What follows belongs to an exercise in optimizing a design on an open flow for small area; a production flow would make more cautious choices.
Function was checked by simulation only, so behaviour that the tests miss may differ from the original.
Power and IR drop assume default switching activity.

## run A
Design sha256_hasher, start of the top module:
module sha256_hasher (
  input  wire logic                     clk,
  input  wire logic                     block_load,
  input  wire logic                     block_start,
  input  wire logic                     message_load,
  input  wire sha256_pkg::sha256_block_t block,
  output logic                          block_ready,
  output logic                          done,
  output sha256_pkg::sha256_state_t     hash,
  output sha256_pkg::block_count_t      block_count
);
Size: about 2,500 cells after synthesis, ~780 I/O pins, roughly 32,000 µm² of cells after synthesis.
==> flow/config.mk <==
export PLATFORM = sky130hd
export DESIGN_NAME = sha256_hasher
export DESIGN_NICKNAME = sha256_hasher
export VERILOG_FILES = /design/flow/design.v
export SDC_FILE = /design/flow/constraint.sdc
export NUM_CORES = 4
export LEC_CHECK = 0
export CAP_MARGIN = 20
export CORE_MARGIN = 2
export CORE_UTILIZATION = 60
export PLACE_DENSITY = 0.7
export SLEW_MARGIN = 20
==> flow/constraint.sdc <==
create_clock -name core_clock -period 10.0 [get_ports {clk}]
set_input_delay 2.0000 -clock core_clock [delete_from_list [all_inputs] [get_ports {clk}]]
set_output_delay 2.0000 -clock core_clock [all_outputs]
set_load 0.01 [all_outputs]
standard.sh (not shown) runs the stock make flow with config.mk's settings and CLKGATE_MAP_FILE= SYNTH_SCRIPT=/design/flow/synth_recipe.tcl, a recipe that flattens the netlist after the stock synthesis.
==> flow/flow/run.sh <==
#!/bin/bash
# The standard layout with three changes: ABC maps the logic for area
# (flow/abc_map.script, in a copy of the ORFS scripts), the ports get the
# smallest buffer, and the clock tree uses small buffers and no dummy
# loads. Each tool's output stays in orfs/logs; make's own output goes
# to flow_make.log here.
set -euo pipefail
rm -rf scripts_area
cp -r "$FLOW_HOME/scripts" scripts_area
cp flow/abc_map.script scripts_area/abc_speed.script
export BUFFER_PORTS_ARGS="-buffer_cell sky130_fd_sc_hd__buf_1"
export CTS_ARGS="-sink_clustering_enable -repair_clock_nets -dont_use_dummy_load -buf_list sky130_fd_sc_hd__clkbuf_4 -root_buf sky130_fd_sc_hd__clkbuf_16 -tree_buf sky130_fd_sc_hd__clkbuf_16 -sink_clustering_size 10 -sink_clustering_max_diameter 60 -apply_ndr full"
bash standard.sh SCRIPTS_DIR="$PWD/scripts_area" finish > flow_make.log 2>&1
==> flow/flow/abc_map.script <==
strash
dc2
dch -f
amap
topo
Setup changes, run A to run B
diff --git a/flow/flow/run.sh b/flow/flow/run.sh
--- a/flow/flow/run.sh
+++ b/flow/flow/run.sh
@@ -12 +12 @@
-export CTS_ARGS="-sink_clustering_enable -repair_clock_nets -dont_use_dummy_load -buf_list sky130_fd_sc_hd__clkbuf_4 -root_buf sky130_fd_sc_hd__clkbuf_16 -tree_buf sky130_fd_sc_hd__clkbuf_16 -sink_clustering_size 10 -sink_clustering_max_diameter 60 -apply_ndr full"
+export CTS_ARGS="-sink_clustering_enable -repair_clock_nets -dont_use_dummy_load -buf_list sky130_fd_sc_hd__clkbuf_4 -root_buf sky130_fd_sc_hd__clkbuf_16 -tree_buf sky130_fd_sc_hd__clkbuf_16 -sink_clustering_size 8 -sink_clustering_max_diameter 50"
Run B closes out successfully: all stages finished, all timing, DRC and antenna checks passed. Relative to run A, the final cell area reported for run B is higher. [run B] met2 track demand over resource rose 1.7 points relative to run A. Run B vs run A: data arrival time at the worst-slack endpoint up in run B. The multi-input gate share of total cell area of run B falls short of that of run A by 0.23 points. What run B reported for switching power total has to be multiplied by 0.921 to get the figure for run A. Taking run A as the reference, in run B post-layout total power went up by 5.8%, wire length of the first global-routing pass went up by about 3%. NOTE: fraction of power consumed by the clock network in run B exceeds that of run A. From run A to run B the numbers moved as follows: setup slack of the worst register-to-register path decreased 180 ps, portion of the layout cell area used by non-clock buffers essentially unchanged.
diff inputs: run B => run C
# run B
export LEC_CHECK = 0
export CAP_MARGIN = 20
export CORE_MARGIN = 2
export CORE_UTILIZATION = 60
export PLACE_DENSITY = 0.7
export SLEW_MARGIN = 20
create_clock -name core_clock -period 10.0 [get_ports {clk}]
# run C
export LEC_CHECK = 0
export CAP_MARGIN = 20
export CORE_MARGIN = 2
export CORE_UTILIZATION = 72
export PLACE_DENSITY = 0.8
export SLEW_MARGIN = 20
create_clock -name core_clock -period 10.0 [get_ports {clk}]
==> comparison <==
Run C did not make it past I/O pin placement, where a tool error ended it.
Number of instances in the synthesized netlist: run C vs run B identical
In the tables for run C and run B, height of the die reads higher with run B.
For number of cell rows, dividing the value from run B by the value from run C gives 1.11.
Run C against run B: synthesized cell area comparable, die span in x decreased 8.6%, post-synthesis share of cell area spent on xor and xnor gates barely changed, initial core utilization climbed 13 points.
#### Input delta (run D over run C)
# run C
export LEC_CHECK = 0
export CAP_MARGIN = 20
export CORE_MARGIN = 2
export CORE_UTILIZATION = 72
export PLACE_DENSITY = 0.8
export SLEW_MARGIN = 20
create_clock -name core_clock -period 10.0 [get_ports {clk}]
# run D
export LEC_CHECK = 0
export CAP_MARGIN = 20
export CORE_MARGIN = 2
export CORE_UTILIZATION = 60
export PLACE_DENSITY = 0.7
export SLEW_MARGIN = 20
create_clock -name core_clock -period 10.0 [get_ports {clk}]
diff --git a/flow/flow/run.sh b/flow/flow/run.sh
--- a/flow/flow/run.sh
+++ b/flow/flow/run.sh
@@ -10,0 +11,2 @@
+# Smaller buffers for high-fanout nets: the larger plain buffers are left out
+export DONT_USE_CELLS="sky130_fd_sc_hd__buf_4 sky130_fd_sc_hd__buf_6 sky130_fd_sc_hd__buf_8 sky130_fd_sc_hd__buf_12 sky130_fd_sc_hd__buf_16"
@@ -12 +14 @@
-export CTS_ARGS="-sink_clustering_enable -repair_clock_nets -dont_use_dummy_load -buf_list sky130_fd_sc_hd__clkbuf_4 -root_buf sky130_fd_sc_hd__clkbuf_16 -tree_buf sky130_fd_sc_hd__clkbuf_16 -sink_clustering_size 8 -sink_clustering_max_diameter 50"
+export CTS_ARGS="-sink_clustering_enable -repair_clock_nets -dont_use_dummy_load -buf_list sky130_fd_sc_hd__clkbuf_4 -root_buf sky130_fd_sc_hd__clkbuf_16 -tree_buf sky130_fd_sc_hd__clkbuf_16 -sink_clustering_size 10 -sink_clustering_max_diameter 60"
[summary]
Xor/xnor share of the synthesized area came out exactly the same in run C and run D. Diff run D..run C | post-synthesis compound-gate area fraction | negligible. Between run D and run C, the synthesized cell count does not differ in any meaningful way. Reported for run C and run D, mapped cell area turned out identical to the last digit. Floorplan die height: run D vs run C up 20 µm. On starting density of the core, the lower figure sits with run D, not run C. Comparing run D against run C, there is no change at all in register area share after synthesis. Run D gives more total number of placement rows than run C did. Run D: PASS, flow complete, no timing, DRC or antenna violations. The number of unique standard cell types used by synthesis was comparable across run C and run D. Mean cell area of the mapped netlist came out exactly the same in run C and run D.
Changes in run E relative to run D:
# run D
export LEC_CHECK = 0
export CAP_MARGIN = 20
export CORE_MARGIN = 2
export CORE_UTILIZATION = 60
export PLACE_DENSITY = 0.7
export SLEW_MARGIN = 20
create_clock -name core_clock -period 10.0 [get_ports {clk}]
# run E
export LEC_CHECK = 0
export CAP_MARGIN = 20
export CORE_MARGIN = 2
export CORE_UTILIZATION = 60
export CTS_BUF_LIST = sky130_fd_sc_hd__clkbuf_4
export PLACE_DENSITY = 0.7
export SLEW_MARGIN = 20
create_clock -name core_clock -period 10.0 [get_ports {clk}]
==> flow/flow/run.sh <==
#!/bin/bash
# The standard layout, with the smallest buffer on the ports and no
# dummy loads in the clock tree. Each tool's output stays in orfs/logs;
# make's own output goes to flow_make.log here.
set -euo pipefail
export BUFFER_PORTS_ARGS="-buffer_cell sky130_fd_sc_hd__buf_1"
export CTS_ARGS="-sink_clustering_enable -repair_clock_nets -dont_use_dummy_load"
bash standard.sh finish > flow_make.log 2>&1
removed: flow/flow/abc_map.script
--- outcome ---
Run E: full flow OK, the timing, design-rule and antenna checks passed
In the metrics for run D and run E, the one carrying the higher sequential share of cell area is run D.
Run E: xor/xnor cell area share of the yosys netlist is 1.6 points higher than what run D reported.
Compare run D and run E | routed wire length higher: run E
Hold slack ended up 7.2 ps lower on run E than on run D.
| total non-filler cell area in the finished layout | run E vs run D | worse |
Final core area utilization delta for run E relative to run D: 1.5 points higher
The post-synthesis average cell area in run E sits about 0.8% above the value recorded for run D.
Number of global-route vias before repair went up slightly going from run D to run E.

[afterwards: timing with drivers on the ports]
No port has a modelled driver above. Below, the same layouts with a new extraction and two added sets of constraints. Step 1, drivers: a clkbuf_16 drives clk and a buf_2 each remaining input, both assumed. Step 2 adds t to the input delays and takes it off the output delays; t is the mean of the earliest and latest rising clock arrival at the registers after step 1. Input paths then give back, and output paths get back, about the clock's delay inside the block. a / b / c = ideal / step 1 / step 2; a / b = the first two.
run | t (ns) | slack for setup (ns) | hold WS [ns] | worst setup path after step 2 | clock arrival spread, ns
run A | 0.663 | 1.436 / 1.436 / 1.436 | 0.269 / 0.269 / 0.269 | register to register | 0.099 / 0.098
run B | 0.730 | 1.254 / 1.254 / 1.254 | 0.282 / 0.282 / 0.282 | register to register | 0.078 / 0.078
run D | 0.663 | 1.436 / 1.436 / 1.436 | 0.269 / 0.269 / 0.269 | register to register | 0.099 / 0.098
run E | 0.686 | 2.598 / 2.598 / 2.598 | 0.262 / 0.262 / 0.262 | register to register | 0.100 / 0.101
After both steps setup and hold are still met in every run listed.
